Background: an optimization exercise with open tools, aiming at small area. Do not read the settings as production practice. Only simulation tests tie the RTL to the original design; equivalence was not proved. Power figures rest on the tool's default switching activity, not on a simulated workload.

### config.mk
export PLATFORM = sky130hd
export DESIGN_NAME = fetch_queue
export DESIGN_NICKNAME = fetch_queue
export VERILOG_FILES = /design/flow/design.v
export SDC_FILE = /design/flow/constraint.sdc
export NUM_CORES = 4
export LEC_CHECK = 0
export CAP_MARGIN = 0
export CORE_MARGIN = 2
export CORE_UTILIZATION = 75
export SLEW_MARGIN = 0
export SYNTH_HIERARCHICAL = 1
export SYNTH_MINIMUM_KEEP_SIZE = 0
### flow/run.sh
#!/bin/bash
# Standard layout (the standard.sh, synthesis unchanged) with these changes:
#  - buffers that synthesis (ABC) put on high-fanout nets are removed at
#    floorplan, and repair_design rebuffers those nets;
#  - every input and output port gets the smallest buffer, buf_1;
#  - clock tree: clkbuf_8 only, sink clusters of at most 16 within 70 um,
#    no dummy loads.
# All of make's output goes to standard.log; ORFS keeps each step's log
# under orfs/logs/.
export REMOVE_ABC_BUFFERS=1
export BUFFER_PORTS_ARGS="-buffer_cell sky130_fd_sc_hd__buf_1"
export CTS_ARGS="-sink_clustering_enable -repair_clock_nets -dont_use_dummy_load -buf_list sky130_fd_sc_hd__clkbuf_8 -sink_clustering_size 16 -sink_clustering_max_diameter 70"
bash standard.sh > standard.log 2>&1
### constraint.sdc
create_clock -name core_clock -period 5.0 [get_ports {CLK}]
set_input_delay 1.0000 -clock core_clock [delete_from_list [all_inputs] [get_ports {CLK}]]
set_output_delay 1.0000 -clock core_clock [all_outputs]
set_load 0.01 [all_outputs]
### standard.sh
#!/bin/bash
# synth_recipe.tcl (not shown) runs the flow's synth.tcl, then flattens the netlist and writes it again
# the make line also repeats each setting of config.mk as NAME=value (left out here)
make -C /OpenROAD-flow-scripts/flow DESIGN_CONFIG=/design/flow/config.mk WORK_HOME=/design/flow/orfs CLKGATE_MAP_FILE= SYNTH_SCRIPT=/design/flow/synth_recipe.tcl "${@:-finish}"
### design.v
package fetch_pkg;
  localparam int unsigned DEF_DATA_W  = 32;
  localparam int unsigned DEF_DEPTH   = 8;
  localparam int unsigned DEF_FETCH_W = 2;
  localparam int unsigned DEF_ISSUE_W = 2;
  localparam logic [DEF_DATA_W-1:0] NOP = '0;
endpackage
import fetch_pkg::*;
module fetch_queue_rotate
#(
  parameter int unsigned DATA_W = DEF_DATA_W
) (
  input  logic [3:0][2*DATA_W-1:0] i_bank0,
  input  logic [3:0][2*DATA_W-1:0] i_bank1,
  input  logic [2:0]               i_head,
  input  logic [3:0]               i_count,
  output logic [1:0]               o_valid,
  output logic [2*DATA_W-1:0]      o_instr,
  output logic [2*DATA_W-1:0]      o_pc
);
  localparam int unsigned W = 2 * DATA_W;
  logic [1:0] w_row0, w_row1;
  logic [3:0] w_sel0, w_sel1;
  assign w_row1 = i_head[2:1];
  assign w_row0 = i_head[2:1] + {1'b0, i_head[0]};
  always_comb begin
    for (int r = 0; r < 4; r++) begin
      w_sel0[r] = (w_row0 == 2'(r));
      w_sel1[r] = (w_row1 == 2'(r));
    end
  end
  logic [W-1:0] w_nb0, w_nb1, w_l0, w_l1;
  fetch_queue_rowsel #(.W(W)) u_rs0 (.i_d(i_bank0), .i_sel(w_sel0), .o_y(w_nb0));
  fetch_queue_rowsel #(.W(W)) u_rs1 (.i_d(i_bank1), .i_sel(w_sel1), .o_y(w_nb1));
  assign o_valid[0] = (i_count != 4'd0);
  assign o_valid[1] = (i_count > 4'd1);
  fetch_queue_lane #(.W(W)) u_l0 (.i_nb0(w_nb0), .i_nb1(w_nb1),
    .i_e(o_valid[0] & ~i_head[0]), .i_o(o_valid[0] & i_head[0]), .o_y(w_l0));
  fetch_queue_lane #(.W(W)) u_l1 (.i_nb0(w_nb0), .i_nb1(w_nb1),
    .i_e(o_valid[1] & i_head[0]), .i_o(o_valid[1] & ~i_head[0]), .o_y(w_l1));
  assign o_instr = {w_l1[DATA_W-1:0], w_l0[DATA_W-1:0]};
  assign o_pc    = {w_l1[W-1:DATA_W], w_l0[W-1:DATA_W]};
endmodule
module fetch_queue_rowsel
#(
  parameter int unsigned W = 64
) (
  input  logic [3:0][W-1:0] i_d,
  input  logic [3:0]        i_sel,
  output logic [W-1:0]      o_y
);
  logic [W-1:0] w_n012, w_n3;
  fetch_queue_nor3sel #(.W(W)) u_n012 (.i_d(i_d[2:0]), .i_sel(i_sel[2:0]), .o_n(w_n012));
  fetch_queue_nand    #(.W(W)) u_n3   (.i_a(i_d[3]), .i_b({W{i_sel[3]}}), .o_n(w_n3));
  fetch_queue_nand    #(.W(W)) u_y    (.i_a(w_n012), .i_b(w_n3), .o_n(o_y));
endmodule
module fetch_queue_nor3sel
#(
  parameter int unsigned W = 64
) (
  input  logic [2:0][W-1:0] i_d,
  input  logic [2:0]        i_sel,
  output logic [W-1:0]      o_n
);
  assign o_n = ~((i_d[0] & {W{i_sel[0]}}) | (i_d[1] & {W{i_sel[1]}}) | (i_d[2] & {W{i_sel[2]}}));
endmodule
module fetch_queue_nand
#(
  parameter int unsigned W = 64
) (
  input  logic [W-1:0] i_a,
  input  logic [W-1:0] i_b,
  output logic [W-1:0] o_n
);
  assign o_n = ~(i_a & i_b);
endmodule
module fetch_queue_lane
#(
  parameter int unsigned W = 64
) (
  input  logic [W-1:0] i_nb0,
  input  logic [W-1:0] i_nb1,
  input  logic         i_e,      
  input  logic         i_o,      
  output logic [W-1:0] o_y
);
  assign o_y = (~i_nb0 & {W{i_e}}) | (~i_nb1 & {W{i_o}});
endmodule
import fetch_pkg::*;
module fetch_queue
#(
  parameter int unsigned DATA_W  = DEF_DATA_W,
  parameter int unsigned DEPTH   = DEF_DEPTH,
  parameter int unsigned FETCH_W = DEF_FETCH_W,
  parameter int unsigned ISSUE_W = DEF_ISSUE_W
) (
  input  logic                      CLK,
  input  logic                      RESET,
  input  logic                      FREEZE,
  input  logic                      flush,
  input  logic [FETCH_W-1:0]        fq_in_valid,
  input  logic [FETCH_W*DATA_W-1:0] fq_in_instr,
  input  logic [FETCH_W*DATA_W-1:0] fq_in_pc,
  output logic                      fq_in_ready,
  output logic [ISSUE_W-1:0]        fq_out_valid,
  output logic [ISSUE_W*DATA_W-1:0] fq_out_instr,
  output logic [ISSUE_W*DATA_W-1:0] fq_out_pc,
  input  logic [$clog2(ISSUE_W + 1)-1:0] fq_out_take,
  output logic [$clog2(DEPTH + 1)-1:0]   fq_count
);
  localparam int unsigned W = 2 * DATA_W;    
  logic [3:0][W-1:0] r_bank0;    
  logic [3:0][W-1:0] r_bank1;    
  logic [2:0]        r_head;
  logic [3:0]        r_count;
  logic              r_todd;     
  logic              r_teven;    
  logic       w_ready;
  logic       w_gt1, w_ne0;        
  logic       w_push1, w_push2;    
  logic       w_pop1,  w_pop2;     
  logic [1:0] w_push_n, w_pop_n;
  assign w_gt1    = r_count[3] | r_count[2] | r_count[1];
  assign w_ne0    = w_gt1 | r_count[0];
  assign w_ready  = RESET & ~FREEZE & ~flush & ~(r_count[3] | (&r_count[2:0]));
  assign w_push1  = w_ready & fq_in_valid[0];
  assign w_push2  = w_push1 & fq_in_valid[1];
  assign w_push_n = {w_push2, w_push1 & ~w_push2};
  assign w_pop2  = fq_out_take[1] & w_gt1;
  assign w_pop1  = ~w_pop2 & (fq_out_take[1] | fq_out_take[0]) & w_ne0;
  assign w_pop_n = {w_pop2, w_pop1};
  always_ff @(posedge CLK or negedge RESET) begin
    if (!RESET) begin
      r_head  <= '0;
      r_count <= '0;
      r_todd  <= 1'b0;
      r_teven <= 1'b1;
    end else if (flush) begin
      r_head  <= '0;
      r_count <= '0;
      r_todd  <= 1'b0;
      r_teven <= 1'b1;
    end else if (!FREEZE) begin
      r_head  <= r_head + {1'b0, w_pop_n};
      r_todd  <= r_todd  ^ w_push_n[0];
      r_teven <= r_teven ^ w_push_n[0];
      r_count <= r_count + {2'b0, w_push_n} - {2'b0, w_pop_n};
    end
  end
  logic [1:0] w_trow1, w_trow0;
  logic       w_wr0, w_wr1;
  assign w_trow1 = r_head[2:1] + r_count[2:1] + {1'b0, r_head[0] & r_count[0]};
  assign w_trow0 = w_trow1 + {1'b0, r_todd};
  assign w_wr1   = w_push1 & (r_todd  | fq_in_valid[1]);
  assign w_wr0   = w_push1 & (r_teven | fq_in_valid[1]);
  logic [W-1:0] w_in0, w_in1, w_bus0, w_bus1;
  assign w_in0  = {fq_in_pc[DATA_W-1:0],        fq_in_instr[DATA_W-1:0]};
  assign w_in1  = {fq_in_pc[2*DATA_W-1:DATA_W], fq_in_instr[2*DATA_W-1:DATA_W]};
  assign w_bus0 = ~((w_in0 & {W{r_teven}}) | (w_in1 & {W{r_todd}}));
  assign w_bus1 = ~((w_in1 & {W{r_teven}}) | (w_in0 & {W{r_todd}}));
  logic [7:0] w_we;
  always_comb begin
    for (int r = 0; r < 4; r++) begin
      w_we[2*r]   = w_wr0 & (w_trow0 == 2'(r));
      w_we[2*r+1] = w_wr1 & (w_trow1 == 2'(r));
    end
  end
  logic [7:0]        w_hold;
  logic [3:0][W-1:0] w_d0, w_d1;
  assign w_hold = ~w_we;
  for (genvar r = 0; r < 4; r++) begin : g_row
    fetch_queue_load #(.W(W)) u_ld0 (.i_bus(w_bus0), .i_q(r_bank0[r]),
      .i_load(w_we[2*r]),   .i_hold(w_hold[2*r]),   .o_d(w_d0[r]));
    fetch_queue_load #(.W(W)) u_ld1 (.i_bus(w_bus1), .i_q(r_bank1[r]),
      .i_load(w_we[2*r+1]), .i_hold(w_hold[2*r+1]), .o_d(w_d1[r]));
  end
  always_ff @(posedge CLK) begin
    r_bank0 <= w_d0;
    r_bank1 <= w_d1;
  end
  fetch_queue_rotate #(
    .DATA_W  (DATA_W)
  ) u_rotate (
    .i_bank0 (r_bank0),
    .i_bank1 (r_bank1),
    .i_head  (r_head),
    .i_count (r_count),
    .o_valid (fq_out_valid),
    .o_instr (fq_out_instr),
    .o_pc    (fq_out_pc)
  );
  assign fq_in_ready = w_ready;
  assign fq_count    = r_count;
endmodule
module fetch_queue_load
#(
  parameter int unsigned W = 64
) (
  input  logic [W-1:0] i_bus,
  input  logic [W-1:0] i_q,
  input  logic         i_load,
  input  logic         i_hold,    
  output logic [W-1:0] o_d
);
  assign o_d = (i_bus & {W{i_load}}) | (i_q & {W{i_hold}});
endmodule
==> results.sh, run 1 <==
export IMPL_status="no timing/DRC/antenna violations"
export IMPL_instances_no_fill=2507
export IMPL_antenna_left=0
export IMPL_synth_flop_cell="dfxtp_1"
export IMPL_htree_levels=2
export IMPL_synth_ff_latch_count=521
export IMPL_hold_path_class="in2async"
export IMPL_dp_worst_setup_slack_ps=944
export IMPL_route_vias_total=18900
export IMPL_r2r_slack_ps=1250
export IMPL_cts_tree="built"
export IMPL_clk_latency_ps=570
export IMPL_pwr_share_seq_pct=43.8
export IMPL_power_frac_comb_pct=44.1
export IMPL_rsz0062_at_grt="false"
export IMPL_drt_first_pass_iters=9
export IMPL_p_per_area_mw_per_mm2=719
export IMPL_cts_setup_buffers=0
export IMPL_drc=0
export IMPL_crit_slowest_cell="and2_2"
export IMPL_slowest_delay_ps=790
export IMPL_power_switching_mw=6.35
export IMPL_antenna_found_initial=2
export IMPL_path_buf_inv=2
export IMPL_place_port_buffers=270
export IMPL_grt_start_max_net_pins=70
export IMPL_grt_pass1_wl_um=98100
export IMPL_crit_family="simple AND/OR/NAND/NOR gates"
export IMPL_wirelength_um=63000
export IMPL_final_setup_worst_slack_ps=332
export IMPL_yosysWarnings=8
export IMPL_cap_violations=0
export IMPL_fill_cells=1985
export IMPL_fin_nets=2271
export IMPL_overflow=0
export IMPL_finalSetupViolCount=0
export IMPL_grt_usage_pct=39.5
export IMPL_dieArea_mm2=0.0303
export IMPL_start_kind="flip-flop"
export IMPL_hold_viol=0
export IMPL_yosysSeqAreaShare_pct=48.2
export IMPL_dp_cells=2467
export IMPL_power_mw=16.0
export IMPL_intPower_mw=9.66
export IMPL_wl_per_cell_um=25.1
export IMPL_post_drt_via_cell_ratio=7.55
export IMPL_dpl_instance_area_mm2=0.0217
export IMPL_grt_pass1_vias=18500
export IMPL_crit_path_end_kind="output pin"
export IMPL_final_area_mm2=0.0223
export IMPL_die_w_um=174
export IMPL_yosysUniqueCellTypes=41
export IMPL_skew_ps=34.1
export IMPL_max_slew_worst_pin_slew_ps=1090
export IMPL_timing_fmax_ghz=0.214
export IMPL_finalCritPeriodShare_pct=93.4
export IMPL_coreArea_mm2=0.0286
export IMPL_cts_made_buffers=38
export IMPL_dp_hpwl_um=37700
export IMPL_post_cts_resized=0
export IMPL_cts_path_max_buffers=3
export IMPL_drt_iter0_markers=3359
export IMPL_switching_share_pct=39.6
export IMPL_clock_tree_root_cell="clkbuf_8"
export IMPL_cts_hold_buf=0
export IMPL_syn_area_mm2=0.0217
export IMPL_synth_edf_count=0
export IMPL_ys_async_sr_fraction_pct=1.73
export IMPL_relSlewSlack_pct=27.3
export IMPL_num_rows=62
export IMPL_leakage_nw=9.12
export IMPL_netlist_instances=1983
export IMPL_area_delta_synth_final_pct=2.46
export IMPL_slew_viol_final=0
export IMPL_worstPathMaxFanout=36
export IMPL_required_ps=4000
export IMPL_period_minus_slack_ps=4670
export IMPL_clk_pin_slew_ps=90
export IMPL_io_pins=271
export IMPL_initial_utilization_pct=75.9
export IMPL_drive_gt1_share_pct=6.79
export IMPL_path_cells="ha_1 > xnor2_1 > and2_2 > buf_4 > a222oi_1 > nand2_1 > o22ai_1 > buf_1"
export IMPL_pwr_share_clk_pct=12.2
export IMPL_cts_sinks=521
export IMPL_syn_avg_cell_area_um2=11.0
export IMPL_ir_drop_v=0.000426
export IMPL_path_class="reg2out"
export IMPL_critical_path_arrival_ps=3670
export IMPL_gp_congestion=0.788
export IMPL_die_y_um=174
-- logic make-up after synthesis --
logic type                 Yosys count  synth area share [%]
AOI/OAI and AO/OA                  904                  35.1
muxes                                6                 0.276
buffers and inverters              223                  9.29
xor gates and xnor gates             9                 0.432
DFF                                521                  48.2
adders and majority gates           12                 0.829
and+or+nand+nor                    308                  5.85
-- layer usage --
metal	track usage, %	vias to the layer above	routed length, µm
met5	0	-	0
met4	15.9	0	2000
met3	6.61	174	7090
met2	63.8	1425	29000
met1	53.0	9166	25000
li1	-	8174	-
-- cells in the final DEF (no fill, tap or decap), drive strengths merged, types with 2 or more instances in the layout --
master,synthesis,final
and2,7,7
a22oi,128,128
nand2b,2,2
a211oi,2,2
xor2,3,3
nor2,13,13
fa,4,4
nor4,3,3
nand2,256,256
buf,180,310
o22ai,129,129
a22o,512,512
a222oi,128,128
nor3,6,6
mux2i,6,6
clkbuf,30,38
dfrtp,8,8
nand3,8,8
dfxtp,512,512
xnor2,5,5
or3,3,3
diode,0,2
or4,2,2
inv,13,13
nor2b,5,5
ha,8,8
-- state kept, by name, summed over array words and instances, names as in the netlist --
| register | cells |
|---|---|
| r_bank1 | 256 |
| r_todd | 1 |
| r_teven | 1 |
| r_bank0 | 256 |
| r_head | 3 |
| r_count | 4 |
-- cells in the mapped netlist, types with 3 or more instances --
| library cell | n | area [µm²] |
|---|---|---|
| a22o_2 | 32 | 320 |
| dfrtp_1 | 8 | 200 |
| inv_1 | 9 | 33.8 |
| a22oi_1 | 128 | 961 |
| xor2_1 | 3 | 26.3 |
| nor2b_1 | 5 | 31.3 |
| clkbuf_1 | 30 | 113 |
| nor4_1 | 3 | 18.8 |
| ha_1 | 8 | 100 |
| nor3_1 | 6 | 30.0 |
| fa_1 | 4 | 80.1 |
| xnor2_1 | 5 | 43.8 |
| buf_6 | 153 | 1720 |
| nor2_1 | 13 | 48.8 |
| o22ai_1 | 129 | 807 |
| mux2i_1 | 6 | 60.1 |
| a22o_1 | 480 | 4200 |
| inv_2 | 4 | 15.0 |
| a222oi_1 | 128 | 1280 |
| buf_2 | 27 | 135 |
| dfxtp_1 | 512 | 10200 |
| nand3_1 | 8 | 40.0 |
| nand2_1 | 256 | 961 |
| and2_1 | 6 | 37.5 |
-- layout make-up --
cell class | instances | area (µm²) | share of cell area (%)
inverter | 13 | 48.8 | 0.219
antenna | 2 | 5.00 | 0.0225
timing repair buffer | 310 | 1350 | 6.07
sequential | 521 | 10500 | 47.1
clock buffer | 38 | 523 | 2.35
tap | 384 | 480 | 2.16
multi-input combinational | 1239 | 9370 | 42.1
-- worst paths after layout --
path,from,end,cells after the start
min,RESET,r_count[3]$_DFFE_PN0P_,2
min reg2reg,r_bank0[208]$_DFF_P_,r_bank0[208]$_DFF_P_,1
max,r_head[1]$_DFFE_PN0P_,fq_out_pc[20],8
min in group core_clock,r_bank0[208]$_DFF_P_,r_bank0[208]$_DFF_P_,1
max reg2reg,r_head[0]$_DFFE_PN0P_,r_bank0[12]$_DFF_P_,7
max in group asynchronous,RESET,r_teven$_DFFE_PN1P_,2
-- metrics by stage --
stage / hold slack (ps) / utilization (%) / setup TNS (ps)
after floorplan: 439 / - / -929620
after global placement: 451 / 75.9 / 0
after global routing: 380 / 77.8 / 0
after CTS: 331 / 77.8 / 0
final: 351 / 77.8 / 0
after detailed placement: 452 / 75.9 / 0
-- power groups by stage --
stage	registers (mW)	clock network, mW	logic (mW)
after detailed placement	7.00	0	6.86
after global routing	7.17	2.10	7.51
after floorplan	6.76	0	4.69
final	7.00	1.95	7.06
after CTS	6.95	1.95	6.88
after global placement	6.94	0	6.66
==> inputs of run 2 (changes only) <==
--- a/flow/run.sh
+++ b/flow/run.sh
@@ -10,4 +10,4 @@
 export REMOVE_ABC_BUFFERS=1
 export BUFFER_PORTS_ARGS="-buffer_cell sky130_fd_sc_hd__buf_1"
-export CTS_ARGS="-sink_clustering_enable -repair_clock_nets -dont_use_dummy_load -buf_list sky130_fd_sc_hd__clkbuf_8 -sink_clustering_size 16 -sink_clustering_max_diameter 70"
+export CTS_ARGS="-sink_clustering_enable -repair_clock_nets -dont_use_dummy_load -buf_list {sky130_fd_sc_hd__clkbuf_4 sky130_fd_sc_hd__clkbuf_8} -sink_clustering_size 12 -sink_clustering_max_diameter 60"
 bash standard.sh > standard.log 2>&1
==> run 2 against run 1 <==
Compared with the run above: global-route usage increased by 0.27 points; cell area increased by 0.68%; synthesized cell count stayed put; sequential share of layout area fell by 0.32 points; combinational power barely moved.
==> results.sh, run 2 <==
export IMPL_grt_usage_pct=39.7
export IMPL_clock_tree_root_cell="clkbuf_8"
export IMPL_cts_sinks=521
export IMPL_htree_levels=2
export IMPL_ff2ff_path_depth=7
export IMPL_start_kind="flip-flop"
export IMPL_intPower_mw=9.86
export IMPL_finalCritPeriodShare_pct=93.4
export IMPL_num_rows=62
export IMPL_grt_pass1_wl_um=98800
export IMPL_synth_flop_cell="dfxtp_1"
export IMPL_pwr_share_clk_pct=13.5
export IMPL_yosysTopAreaCell="dfxtp_1"
export IMPL_synth_common_cells="512 x dfxtp_1, 480 x a22o_1, 256 x nand2_1, 153 x buf_6, 129 x o22ai_1"
export IMPL_relSlewSlack_pct=26.8
export IMPL_slowest_delay_ps=780
export IMPL_hold_viol=0
export IMPL_syn_area_mm2=0.0217
export IMPL_power_switching_mw=6.40
export IMPL_skew_ps=32.1
export IMPL_cap_violations=0
export IMPL_critical_path_arrival_ps=3670
export IMPL_die_w_um=174
export IMPL_max_slew_worst_pin_slew_ps=1100
export IMPL_antenna_found_initial=2
export IMPL_dp_worst_setup_slack_ps=944
export IMPL_coreArea_mm2=0.0286
export IMPL_rsz0062_at_grt="false"
export IMPL_leakage_nw=9.20
export IMPL_period_minus_slack_ps=4670
export IMPL_die_y_um=174
export IMPL_cts_hold_buf=0
export IMPL_status="no timing/DRC/antenna violations"
export IMPL_post_drt_via_cell_ratio=7.55
export IMPL_cts_made_buffers=49
export IMPL_dieArea_mm2=0.0303
export IMPL_wirelength_um=63300
export IMPL_area_delta_synth_final_pct=3.16
export IMPL_wl_per_cell_um=25.1
export IMPL_grt_pass1_vias=18700
export IMPL_drc=0
export IMPL_crit_path_end_kind="output pin"
export IMPL_layout_commonest_cell="dfxtp_1"
export IMPL_top_regs="r_bank0 x256, r_bank1 x256, r_count x4"
export IMPL_synth_most_common_cell="dfxtp_1"
export IMPL_place_port_buffers=270
export IMPL_netlist_instances=1983
export IMPL_post_cts_resized=0
export IMPL_required_ps=4000
export IMPL_clk_latency_ps=590
export IMPL_cts_setup_buffers=0
export IMPL_yosys_top_cells_area="dfxtp_1 47%, a22o_1 19%, buf_6 7.9%"
export IMPL_grt_start_max_net_pins=70
export IMPL_ir_drop_v=0.000424
export IMPL_path_class="reg2out"
export IMPL_worstPathMaxFanout=36
export IMPL_layout_common_cells="512 x dfxtp_1, 480 x a22o_1, 270 x buf_1"
export IMPL_cts_path_max_buffers=3
export IMPL_slew_viol_final=0
export IMPL_drt_first_pass_iters=9
export IMPL_route_vias_total=19000
export IMPL_syn_avg_cell_area_um2=11.0
export IMPL_crit_slowest_cell="and2_2"
export IMPL_path_cells="ha_1 > xnor2_1 > and2_2 > buf_4 > a222oi_1 > nand2_1 > o22ai_1 > buf_1"
export IMPL_cts_tree="built"
export IMPL_power_frac_comb_pct=43.4
export IMPL_finalSetupViolCount=0
export IMPL_final_setup_worst_slack_ps=328
export IMPL_initial_utilization_pct=75.9
export IMPL_gp_congestion=0.788
export IMPL_yosysUniqueCellTypes=41
export IMPL_io_pins=271
export IMPL_synth_edf_count=0
export IMPL_yosysWarnings=8
export IMPL_p_per_area_mw_per_mm2=725
export IMPL_fin_nets=2282
export IMPL_synth_ff_latch_count=521
export IMPL_clk_pin_slew_ps=80
export IMPL_drive_gt1_share_pct=7.27
export IMPL_overflow=0
export IMPL_dp_hpwl_um=37700
export IMPL_pwr_share_seq_pct=43.2
export IMPL_yosysSeqAreaShare_pct=48.2
export IMPL_drt_iter0_markers=3225
export IMPL_ys_async_sr_fraction_pct=1.73
export IMPL_hold_path_class="in2async"
export IMPL_power_mw=16.3
export IMPL_timing_fmax_ghz=0.214
export IMPL_antenna_left=0
export IMPL_yosysTopAreaCellShare_pct=47.2
export IMPL_switching_share_pct=39.4
[run 2: critical path: cells and delay by family, from the launching register on]
family / cells / cell delay, ps
compound gates: 2 / 250
xor+xnor: 1 / 300
fa+ha+maj: 1 / 300
buf+inv: 2 / 680
flops: 1 / 530
simple gates: 2 / 1010
[run 2: worst paths after layout]
kind | startpoint | endpoint | slack [ps]
worst min-delay path | RESET | r_head[2]$_DFFE_PN0P_ | 310
worst min register to register | r_bank1[197]$_DFF_P_ | r_bank1[197]$_DFF_P_ | 480
worst max register to register | r_head[0]$_DFFE_PN0P_ | r_bank0[153]$_DFF_P_ | 1250
max in group asynchronous | RESET | r_teven$_DFFE_PN1P_ | 4440
worst max-delay path | r_head[1]$_DFFE_PN0P_ | fq_out_pc[20] | 330
min in group core_clock | r_bank1[197]$_DFF_P_ | r_bank1[197]$_DFF_P_ | 480
[run 2: layout make-up]
cell class	count	area, µm²
flip-flops and latches	521	10500
multi-input cells	1239	9370
fillers	1953	6210
repair buffers	310	1350
clock buffers	49	674
well taps	384	480
inverters	13	48.8
diodes	2	5.00
[run 2: power groups by stage]
stage	Clock [mW]	Sequential (mW)	Combinational, mW
3_5_place_dp	0	7.00	6.86
4_1_cts	2.19	6.96	6.88
5_1_grt	2.35	7.18	7.51
6_report	2.19	7.02	7.05
3_3_place_gp	0	6.94	6.66
2_1_floorplan	0	6.76	4.69
[run 2: cells by family (layout without fill, tap and decap cells)]
kind of cell	count (synthesis)	after routing	synth area share (%)
buffers and inverters	223	372	9.29
muxes	6	6	0.276
DFF	521	521	48.2
adders and majority gates	12	12	0.829
other	0	2	0
and+or+nand+nor	308	308	5.85
AOI/OAI and AO/OA	904	904	35.1
xor gates and xnor gates	9	9	0.432
[run 2: layer usage]
layer	up-vias	track usage (%)	routed length, µm
li1	8186	-	-
met1	9216	52.8	25100
met2	1432	63.7	29000
met3	170	7.13	7060
met4	0	17.5	2060
met5	-	0	0
[run 2: through the flow]
step	area [µm²]	utilization, %	TNS (ps)	hold WS, ps	std cells
after floorplan	19800	-	-929620	439	1773
after global placement	21700	75.9	0	451	2467
after CTS	22400	78.3	0	294	2516
after detailed placement	21700	75.9	0	452	2467
final	22400	78.3	0	311	2518
after global routing	22400	78.3	0	345	2516
==> inputs of run 3 (changes only) <==
--- a/flow/run.sh
+++ b/flow/run.sh
@@ -10,4 +10,4 @@
 export REMOVE_ABC_BUFFERS=1
 export BUFFER_PORTS_ARGS="-buffer_cell sky130_fd_sc_hd__buf_1"
-export CTS_ARGS="-sink_clustering_enable -repair_clock_nets -dont_use_dummy_load -buf_list {sky130_fd_sc_hd__clkbuf_4 sky130_fd_sc_hd__clkbuf_8} -sink_clustering_size 12 -sink_clustering_max_diameter 60"
+export CTS_ARGS="-sink_clustering_enable -repair_clock_nets -dont_use_dummy_load -buf_list sky130_fd_sc_hd__clkbuf_4 -sink_clustering_size 10 -sink_clustering_max_diameter 50"
 bash standard.sh > standard.log 2>&1
==> run 3 against run 2 <==
Compared with the run above: global-route usage is essentially flat; still clean; sequential share of layout area grew 0.50 points; synthesized cell count is the same; critical path type unchanged.
==> results.sh, run 3 <==
export IMPL_status="no timing/DRC/antenna violations"
export IMPL_multi_input_area_mm2=0.00937
export IMPL_period_minus_slack_ps=4580
export IMPL_dp_cells=2467
export IMPL_antenna_left=0
export IMPL_max_slew_worst_pin_slew_ps=1090
export IMPL_switching_share_pct=40.1
export IMPL_fin_nets=2291
export IMPL_cts_made_buffers=58
export IMPL_rsz0062_at_grt="false"
export IMPL_dp_worst_setup_slack_ps=944
export IMPL_cap_violations=0
export IMPL_clk_latency_ps=760
export IMPL_fill_cells=1988
export IMPL_wirelength_um=63200
export IMPL_yosysUniqueCellTypes=41
export IMPL_clock_tree_root_cell="clkbuf_4"
export IMPL_pwr_share_seq_pct=44.1
export IMPL_cts_tree="built"
export IMPL_p_per_area_mw_per_mm2=716
export IMPL_post_drt_via_cell_ratio=7.55
export IMPL_cts_hold_buf=0
export IMPL_coreArea_mm2=0.0286
export IMPL_place_port_buffers=270
export IMPL_yosysSeqAreaShare_pct=48.2
export IMPL_regArea_mm2=0.0105
export IMPL_area_delta_synth_final_pct=2.07
export IMPL_finalCritPeriodShare_pct=91.6
export IMPL_start_kind="flip-flop"
export IMPL_grt_start_max_net_pins=70
export IMPL_instances_no_fill=2528
export IMPL_slew_viol_final=0
export IMPL_die_w_um=174
export IMPL_gp_congestion=0.788
export IMPL_worstReg2RegEnd="r_bank0[12]$_DFF_P_"
export IMPL_drive_gt1_share_pct=7.66
export IMPL_synth_ff_latch_count=521
export IMPL_yosysTopAreaCell="dfxtp_1"
export IMPL_htree_levels=2
export IMPL_drt_iter0_markers=3099
export IMPL_initial_utilization_pct=75.9
export IMPL_hold_viol=0
export IMPL_layout_commonest_cell="dfxtp_1"
export IMPL_yosysWarnings=8
export IMPL_worstPathMaxFanout=36
export IMPL_yosysTopAreaCellShare_pct=47.2
export IMPL_num_rows=62
export IMPL_netlist_instances=1983
export IMPL_grt_pass1_vias=18600
export IMPL_final_setup_worst_slack_ps=418
export IMPL_finalSetupViolCount=0
export IMPL_timing_fmax_ghz=0.218
export IMPL_layout_common_cells="512 x dfxtp_1, 480 x a22o_1, 270 x buf_1"
export IMPL_grt_pass1_wl_um=98600
export IMPL_path_class="reg2out"
export IMPL_syn_avg_cell_area_um2=11.0
export IMPL_intPower_mw=9.51
export IMPL_yosys_top_cells_area="dfxtp_1 47%, a22o_1 19%, buf_6 7.9%"
export IMPL_top_regs="r_bank0 x256, r_bank1 x256, r_count x4"
export IMPL_io_pins=271
export IMPL_ys_async_sr_fraction_pct=1.73
export IMPL_cts_path_max_buffers=3
export IMPL_cts_setup_buffers=0
export IMPL_dpl_instance_area_mm2=0.0217
export IMPL_ir_drop_v=0.000421
export IMPL_overflow=0
export IMPL_r2r_slack_ps=1240
export IMPL_synth_edf_count=0
export IMPL_clk_pin_slew_ps=90
export IMPL_dieArea_mm2=0.0303
export IMPL_power_frac_comb_pct=44.4
export IMPL_drt_first_pass_iters=9
export IMPL_syn_area_mm2=0.0217
export IMPL_drc=0
export IMPL_crit_path_end_kind="output pin"
export IMPL_synth_most_common_cell="dfxtp_1"
export IMPL_wl_per_cell_um=25.0
export IMPL_relSlewSlack_pct=27.1
export IMPL_ff2ff_path_depth=7
export IMPL_hold_path_class="in2async"
export IMPL_antenna_found_initial=3
export IMPL_die_y_um=174
export IMPL_pwr_share_clk_pct=11.4
export IMPL_required_ps=4000
export IMPL_route_vias_total=19100
export IMPL_hold_ws_ps=157
export IMPL_synth_common_cells="512 x dfxtp_1, 480 x a22o_1, 256 x nand2_1, 153 x buf_6, 129 x o22ai_1"
export IMPL_critical_path_arrival_ps=3580
export IMPL_skew_ps=36.1
export IMPL_synth_flop_cell="dfxtp_1"
export IMPL_grt_usage_pct=39.7
export IMPL_cts_sinks=521
export IMPL_power_switching_mw=6.37
export IMPL_r2r_start="r_head[0]$_DFFE_PN0P_"
export IMPL_final_area_mm2=0.0222
export IMPL_leakage_nw=9.12
export IMPL_dp_hpwl_um=37700
==> run 3: cell counts after synthesis <==
No cell type changed its count.
==> run 3: routing by layer <==
layer | part of all wire, % | GRT usage (%)
met2 | 46 | 63.3
met4 | 3.3 | 17.1
met1 | 40 | 53.0
met5 | 0 | 0
met3 | 11 | 7.76
==> run 3: critical path, cell delays in order (launching register included) <==
cell and delay, ps:
dfrtp_1 550, ha_1 300, xnor2_1 310, and2_4 530, buf_4 470, a222oi_1 160
nand2_1 220, o22ai_1 100, buf_1 170
==> run 3: power groups by stage <==
stage	combinational, mW	clock [mW]	sequential (mW)
final	7.05	1.82	7.01
after global routing	7.51	1.99	7.16
after floorplan	4.69	0	6.76
after global placement	6.66	0	6.94
after detailed placement	6.86	0	7.00
after CTS	6.88	1.81	6.95
==> run 3: logic make-up (layout without fill, tap and decap cells) <==
kind of cell    count (synthesis)  count (layout)  synth area share (%)
compound gates                904             904                  35.1
flops                         521             521                  48.2
simple gates                  308             308                  5.85
mux                             6               6                 0.276
buf+inv                       223             381                  9.29
fa+ha+maj                      12              12                 0.829
other cells                     0               3                     0
xor+xnor                        9               9                 0.432
==> run 3: layout make-up <==
class	instances	share of cell area [%]
tap	384	2.17
multi-input combinational	1239	42.3
clock buffer	58	1.96
antenna	3	0.0338
sequential	521	47.3
timing repair buffer	310	6.09
inverter	13	0.220
==> run 3: worst max-delay path by stage <==
| stage | cells past startpoint | start | to |
|---|---|---|---|
| 2_1_floorplan | 3 | r_todd$_DFFE_PN0P_ | r_bank0[0]$_DFF_P_ |
| 3_3_place_gp | 8 | r_head[1]$_DFFE_PN0P_ | fq_out_pc[4] |
| 3_5_place_dp | 6 | FREEZE | r_bank0[153]$_DFF_P_ |
| 4_1_cts | 8 | r_head[1]$_DFFE_PN0P_ | fq_out_pc[4] |
| 5_1_grt | 8 | r_head[1]$_DFFE_PN0P_ | fq_out_pc[52] |
| 6_report | 8 | r_head[1]$_DFFE_PN0P_ | fq_out_pc[20] |
==> run 3: repair_timing <==
action                                  in CTS  in global routing
hold endpoints to repair                     0                  0
gates resized for setup                      0                  1
endpoints found under the setup margin       0                  1
==> run 3: per-stage QoR <==
step                      utilization [%]  TNS (ps)  total power, mW
after floorplan                         -   -929620             11.4
after global placement               75.9         0             13.6
after detailed placement             75.9         0             13.9
after CTS                            77.5         0             15.6
after global routing                 77.5         0             16.7
final                                77.5         0             15.9
==> inputs of run 4 (changes only) <==
--- a/flow/run.sh
+++ b/flow/run.sh
@@ -4,5 +4,5 @@
 #    floorplan, and repair_design rebuffers those nets;
 #  - every input and output port gets the smallest buffer, buf_1;
-#  - clock tree: clkbuf_8 only, sink clusters of at most 16 within 70 um,
+#  - clock tree: clkbuf_4 only, sink clusters of at most 10 within 50 um,
 #    no dummy loads.
 # All of make's output goes to standard.log; ORFS keeps each step's log
==> run 4 against run 3 <==
Compared with the run above: largest power group unchanged; critical path type unchanged; total power unchanged; combinational power barely moved; register-to-register slack about the same; clock skew stayed put; synthesized cell count unchanged; area after synthesis is the same; clock-buffer cell count unchanged; still clean on timing, DRC and antenna; via count is the same; sequential power is essentially flat.
==> results.sh, run 4 <==
export IMPL_clk_pin_slew_ps=90
export IMPL_grt_usage_pct=39.7
export IMPL_cts_hold_buf=0
export IMPL_path_buf_inv=2
export IMPL_relSlewSlack_pct=27.1
export IMPL_drt_first_pass_iters=9
export IMPL_overflow=0
export IMPL_post_cts_resized=0
export IMPL_grt_pass1_wl_um=98600
export IMPL_p_per_area_mw_per_mm2=716
export IMPL_rsz0062_at_grt="false"
export IMPL_critical_path_arrival_ps=3580
export IMPL_layout_commonest_cell="dfxtp_1"
export IMPL_ff2ff_path_depth=7
export IMPL_area_delta_synth_final_pct=2.07
export IMPL_cts_setup_buffers=0
export IMPL_finalSetupViolCount=0
export IMPL_yosysTopAreaCellShare_pct=47.2
export IMPL_leakage_nw=9.12
export IMPL_hold_viol=0
export IMPL_synth_most_common_cell="dfxtp_1"
export IMPL_dp_hpwl_um=37700
export IMPL_required_ps=4000
export IMPL_yosysUniqueCellTypes=41
export IMPL_status="no timing/DRC/antenna violations"
export IMPL_cts_path_max_buffers=3
export IMPL_yosysTopAreaCell="dfxtp_1"
export IMPL_skew_ps=36.1
export IMPL_dieArea_mm2=0.0303
export IMPL_slowest_delay_ps=550
export IMPL_synth_edf_count=0
export IMPL_fin_nets=2291
export IMPL_wl_per_cell_um=25.0
export IMPL_synth_common_cells="512 x dfxtp_1, 480 x a22o_1, 256 x nand2_1, 153 x buf_6, 129 x o22ai_1"
export IMPL_path_cells="ha_1 > xnor2_1 > and2_4 > buf_4 > a222oi_1 > nand2_1 > o22ai_1 > buf_1"
export IMPL_worstPathMaxFanout=36
export IMPL_layout_common_cells="512 x dfxtp_1, 480 x a22o_1, 270 x buf_1"
export IMPL_crit_path_end_kind="output pin"
export IMPL_wirelength_um=63200
export IMPL_hold_ws_ps=157
export IMPL_setup_tns_ps=0
export IMPL_gp_congestion=0.788
export IMPL_cts_sinks=521
export IMPL_dpl_instance_area_mm2=0.0217
export IMPL_grt_start_max_net_pins=70
export IMPL_initial_utilization_pct=75.9
export IMPL_place_port_buffers=270
export IMPL_ir_drop_v=0.000421
export IMPL_cts_made_buffers=58
export IMPL_r2r_start="r_head[0]$_DFFE_PN0P_"
export IMPL_yosysSeqAreaShare_pct=48.2
export IMPL_num_rows=62
export IMPL_instances_no_fill=2528
export IMPL_final_area_mm2=0.0222
export IMPL_syn_avg_cell_area_um2=11.0
export IMPL_period_minus_slack_ps=4580
export IMPL_die_w_um=174
export IMPL_grt_pass1_vias=18600
export IMPL_post_drt_via_cell_ratio=7.55
export IMPL_drive_gt1_share_pct=7.66
export IMPL_ys_async_sr_fraction_pct=1.73
export IMPL_top_regs="r_bank0 x256, r_bank1 x256, r_count x4"
export IMPL_drc=0
export IMPL_start_kind="flip-flop"
export IMPL_coreArea_mm2=0.0286
export IMPL_path_class="reg2out"
export IMPL_timing_fmax_ghz=0.218
export IMPL_antenna_left=0
export IMPL_crit_slowest_cell="dfrtp_1"
export IMPL_antenna_found_initial=3
export IMPL_route_vias_total=19100
export IMPL_yosysWarnings=8
export IMPL_htree_levels=2
export IMPL_dp_cells=2467
export IMPL_hold_path_class="in2async"
export IMPL_netlist_instances=1983
export IMPL_max_slew_worst_pin_slew_ps=1090
export IMPL_cap_violations=0
export IMPL_synth_flop_cell="dfxtp_1"
export IMPL_worstReg2RegEnd="r_bank0[12]$_DFF_P_"
export IMPL_die_y_um=174
export IMPL_synth_ff_latch_count=521
export IMPL_slew_viol_final=0
export IMPL_clock_tree_root_cell="clkbuf_4"
export IMPL_clk_latency_ps=760
export IMPL_r2r_slack_ps=1240
export IMPL_finalCritPeriodShare_pct=91.6
export IMPL_drt_iter0_markers=3099
export IMPL_cts_tree="built"
export IMPL_syn_area_mm2=0.0217
export IMPL_yosys_top_cells_area="dfxtp_1 47%, a22o_1 19%, buf_6 7.9%"
export IMPL_io_pins=271
export IMPL_crit_family="simple AND/OR/NAND/NOR gates"
-- run 4: cell counts after synthesis --
No cell type changed its count.
-- run 4: cells by family (layout without fill, tap and decap cells) --
| kind of cell | after synthesis | after routing | synth area share [%] |
|---|---|---|---|
| flops | 521 | 521 | 48.2 |
| mux | 6 | 6 | 0.276 |
| fa+ha+maj | 12 | 12 | 0.829 |
| compound gates | 904 | 904 | 35.1 |
| buf+inv | 223 | 381 | 9.29 |
| other cells | 0 | 3 | 0 |
| simple gates | 308 | 308 | 5.85 |
| xor+xnor | 9 | 9 | 0.432 |
-- run 4: per-layer routing --
metal	vias to the layer above	GRT usage, %	part of all wire, %
li1	8222	-	-
met1	9266	53.0	40
met2	1420	63.3	46
met3	181	7.76	11
met4	0	17.1	3.3
met5	-	0	0
-- run 4: layout make-up --
type | instances | area (µm²)
Antenna cell | 3 | 7.51
Clock buffer | 58 | 435
Fill cell | 1988 | 6450
Inverter | 13 | 48.8
Multi-Input combinational cell | 1239 | 9370
Sequential cell | 521 | 10500
Tap cell | 384 | 480
Timing Repair Buffer | 310 | 1350
-- run 4: where the power goes --
group          leakage, nW  internal (mW)  switching, mW
Sequential            4.33           5.96           1.05
Combinational         4.52           3.02           4.04
Clock                0.267          0.531           1.28
Total                 9.12           9.51           6.37
-- run 4: per-stage QoR --
stage | total power [mW] | setup slack, ps | utilization, %
CTS | 15.6 | 228 | 77.5
global route | 16.7 | 282 | 77.5
floorplan | 11.4 | -3000 | -
finish | 15.9 | 418 | 77.5
global placement | 13.6 | 1040 | 75.9
detailed placement | 13.9 | 944 | 75.9
-- run 4: worst max-delay path by stage --
stage	cells past startpoint	from	to	slack, ps
3_5_place_dp	6	FREEZE	r_bank0[153]$_DFF_P_	940
4_1_cts	8	r_head[1]$_DFFE_PN0P_	fq_out_pc[4]	230
2_1_floorplan	3	r_todd$_DFFE_PN0P_	r_bank0[0]$_DFF_P_	-3000
5_1_grt	8	r_head[1]$_DFFE_PN0P_	fq_out_pc[52]	280
3_3_place_gp	8	r_head[1]$_DFFE_PN0P_	fq_out_pc[4]	1040
6_report	8	r_head[1]$_DFFE_PN0P_	fq_out_pc[20]	420
-- run 4: worst reg2reg max path: cells and delay by family, from the launching register on --
| kind | cells | cell delay, ps |
|---|---|---|
| xor gates and xnor gates | 2 | 730 |
| DFF | 1 | 480 |
| adders and majority gates | 1 | 420 |
| and+or+nand+nor | 2 | 1360 |
| buffers and inverters | 1 | 440 |
| AOI/OAI and AO/OA | 1 | 240 |
==> inputs of run 5 (changes only) <==
--- a/config.mk
+++ b/config.mk
@@ -8,5 +8,5 @@
 export CAP_MARGIN = 0
 export CORE_MARGIN = 2
-export CORE_UTILIZATION = 75
+export CORE_UTILIZATION = 82
 export SLEW_MARGIN = 0
 export SYNTH_HIERARCHICAL = 1
==> run 5 against run 4 <==
Compared with the run above: final cell count decreased by 1.9%; fmax decreased by 0.68%; worst setup slack got worse by 31 ps; first-iteration DRC count increased by 19%; die area decreased by 8.3%; via count increased by 2.2%; clock skew increased by 6.6 ps; non-clock buffer count increased by 2; combinational power about the same; clock power about the same; sequential share of layout area increased by 0.15 points; largest cell class unchanged.
==> results.sh, run 5 <==
export IMPL_yosysTopAreaCell="dfxtp_1"
export IMPL_slew_viol_final=0
export IMPL_place_port_buffers=270
export IMPL_drive_gt1_share_pct=7.75
export IMPL_path_class="reg2out"
export IMPL_clock_tree_root_cell="clkbuf_4"
export IMPL_dp_cells=2420
export IMPL_dp_hpwl_um=37900
export IMPL_required_ps=4000
export IMPL_top_regs="r_bank0 x256, r_bank1 x256, r_count x4"
export IMPL_wirelength_um=63700
export IMPL_cts_tree="built"
export IMPL_initial_utilization_pct=83.4
export IMPL_fill_cells=1576
export IMPL_drt_first_pass_iters=10
export IMPL_period_minus_slack_ps=4610
export IMPL_crit_path_end_kind="output pin"
export IMPL_syn_area_mm2=0.0217
export IMPL_ys_async_sr_fraction_pct=1.73
export IMPL_leakage_nw=9.13
export IMPL_gp_congestion=0.830
export IMPL_grt_usage_pct=43.4
export IMPL_finalCritPeriodShare_pct=92.3
export IMPL_cts_made_buffers=58
export IMPL_finalSetupViolCount=0
export IMPL_timing_fmax_ghz=0.217
export IMPL_dieArea_mm2=0.0278
export IMPL_grt_start_max_net_pins=72
export IMPL_route_vias_total=19500
export IMPL_wl_per_cell_um=25.7
export IMPL_skew_ps=42.7
export IMPL_num_rows=59
export IMPL_r2r_slack_ps=1310
export IMPL_clk_pin_slew_ps=120
export IMPL_drt_iter0_markers=3687
export IMPL_io_pins=271
export IMPL_coreArea_mm2=0.0261
export IMPL_status="no timing/DRC/antenna violations"
export IMPL_yosysWarnings=8
export IMPL_yosysTopAreaCellShare_pct=47.2
export IMPL_htree_levels=2
export IMPL_area_delta_synth_final_pct=1.76
export IMPL_ff2ff_path_depth=7
export IMPL_fin_nets=2293
export IMPL_hold_ws_ps=137
export IMPL_synth_most_common_cell="dfxtp_1"
export IMPL_synth_edf_count=0
export IMPL_cap_violations=0
export IMPL_overflow=0
export IMPL_synth_flop_cell="dfxtp_1"
export IMPL_post_drt_via_cell_ratio=7.87
export IMPL_worstReg2RegEnd="r_bank0[80]$_DFF_P_"
export IMPL_synth_ff_latch_count=521
export IMPL_post_cts_resized=0
export IMPL_antenna_found_initial=1
export IMPL_layout_common_cells="512 x dfxtp_1, 480 x a22o_1, 270 x buf_1"
export IMPL_layout_commonest_cell="dfxtp_1"
export IMPL_grt_pass1_wl_um=99400
export IMPL_die_y_um=167
export IMPL_hold_path_class="in2async"
export IMPL_grt_pass1_vias=19200
export IMPL_worstPathMaxFanout=34
export IMPL_syn_avg_cell_area_um2=11.0
export IMPL_drc=0
export IMPL_netlist_instances=1983
export IMPL_relSlewSlack_pct=19.6
export IMPL_p_per_area_mw_per_mm2=722
export IMPL_synth_common_cells="512 x dfxtp_1, 480 x a22o_1, 256 x nand2_1, 153 x buf_6, 129 x o22ai_1"
export IMPL_rsz0062_at_grt="false"
export IMPL_cts_path_max_buffers=3
export IMPL_instances_no_fill=2479
export IMPL_yosys_top_cells_area="dfxtp_1 47%, a22o_1 19%, buf_6 7.9%"
export IMPL_yosysSeqAreaShare_pct=48.2
export IMPL_hold_viol=0
export IMPL_r2r_start="r_head[0]$_DFFE_PN0P_"
export IMPL_cts_sinks=521
export IMPL_clk_latency_ps=740
export IMPL_ir_drop_v=0.000651
export IMPL_max_slew_worst_pin_slew_ps=1200
export IMPL_antenna_left=0
export IMPL_die_w_um=167
export IMPL_critical_path_arrival_ps=3610
export IMPL_yosysUniqueCellTypes=41
export IMPL_cts_hold_buf=0
export IMPL_cts_setup_buffers=0
export IMPL_start_kind="flip-flop"
## run 5: cells by family after synthesis
logic type | count (synthesis) | share of synthesized area, %
AOI/OAI and AO/OA | 904 | 35.1
xor gates and xnor gates | 9 | 0.432
adders and majority gates | 12 | 0.829
buffers and inverters | 223 | 9.29
DFF | 521 | 48.2
muxes | 6 | 0.276
and+or+nand+nor | 308 | 5.85
## run 5: metal layers
metal / vias up / wire, µm / global-route usage, %
met1: 9189 / 23900 / 56.2
met5: - / 0 / 0
li1: 8213 / - / -
met3: 252 / 8650 / 9.89
met2: 1857 / 28800 / 69.9
met4: 0 / 2410 / 19.8
## run 5: worst max-delay path by stage
stage | start | end | slack (ps) | cells after the start
floorplan | r_todd$_DFFE_PN0P_ | r_bank0[0]$_DFF_P_ | -3000 | 3
detailed placement | FREEZE | r_bank1[191]$_DFF_P_ | 1180 | 6
global placement | FREEZE | r_bank1[129]$_DFF_P_ | 1290 | 6
global route | r_head[1]$_DFFE_PN0P_ | fq_out_instr[57] | 280 | 8
CTS | r_head[1]$_DFFE_PN0P_ | fq_out_pc[42] | 440 | 8
finish | r_head[1]$_DFFE_PN0P_ | fq_out_pc[42] | 390 | 8
## run 5: where the power goes
group | leakage [nW] | internal (mW) | switching (mW)
clock network | 0.267 | 0.531 | 1.29
logic | 4.53 | 3.05 | 4.03
registers | 4.33 | 5.96 | 1.10
total | 9.13 | 9.54 | 6.42
## run 5: per-stage QoR
step	instance area [µm²]	total power, mW	worst slack [ps]	TNS [ps]	util, %
2_1_floorplan	19800	11.4	-3000	-929620	-
3_3_place_gp	21700	13.5	1290	0	83.2
3_5_place_dp	21700	13.9	1180	0	83.2
4_1_cts	22100	15.7	441	0	84.8
5_1_grt	22100	16.7	281	0	84.8
6_report	22100	16.0	386	0	84.8
## run 5: worst max-delay path, stage by stage (launching register included)
cell      delay (ps)
dfrtp_1          560
ha_1             300
xnor2_1          310
and2_2           740
buf_12           310
a222oi_1         140
nand2_1          230
o22ai_1          100
buf_1            160
## run 5: layout make-up
type                    instances  area (µm²)  share of cell area (%)
well taps                     335         419                    1.90
multi-input cells            1239        9340                    42.2
clock buffers                  58         435                    1.97
diodes                          1        2.50                  0.0113
flip-flops and latches        521       10500                    47.4
inverters                      13        48.8                   0.221
repair buffers                312        1380                    6.24

## static timing again, ports no longer ideal
The results above use ideal ports. As a check the final layouts listed here were re-extracted and re-timed, cells and wires unchanged. Step 1: set_driving_cell puts a clkbuf_16 on CLK and a buf_2 on each other input, an assumption about the parent block. Step 2 also shifts input and output timing later by t, the mid clock arrival at the registers, as if the neighbouring blocks saw the same clock. a / b / c = no drivers / after step 1 / after step 2; a / b = the first two.
run | t, ns | slack for setup (ns) | hold WS [ns] | worst setup path after step 2
run 1 | 0.601 | 0.332 / 0.281 / 0.882 | 0.351 / 0.329 / 0.480 | register to output
run 2 | 0.627 | 0.328 / 0.277 / 0.889 | 0.311 / 0.288 / 0.476 | input to register
run 3 | 0.793 | 0.418 / 0.364 / 0.888 | 0.157 / 0.133 / 0.479 | input to register
run 4 | 0.793 | 0.418 / 0.364 / 0.888 | 0.157 / 0.133 / 0.479 | input to register
run 5 | 0.771 | 0.386 / 0.339 / 1.093 | 0.137 / 0.121 / 0.480 | input to register
After both steps every run listed still meets setup and hold.
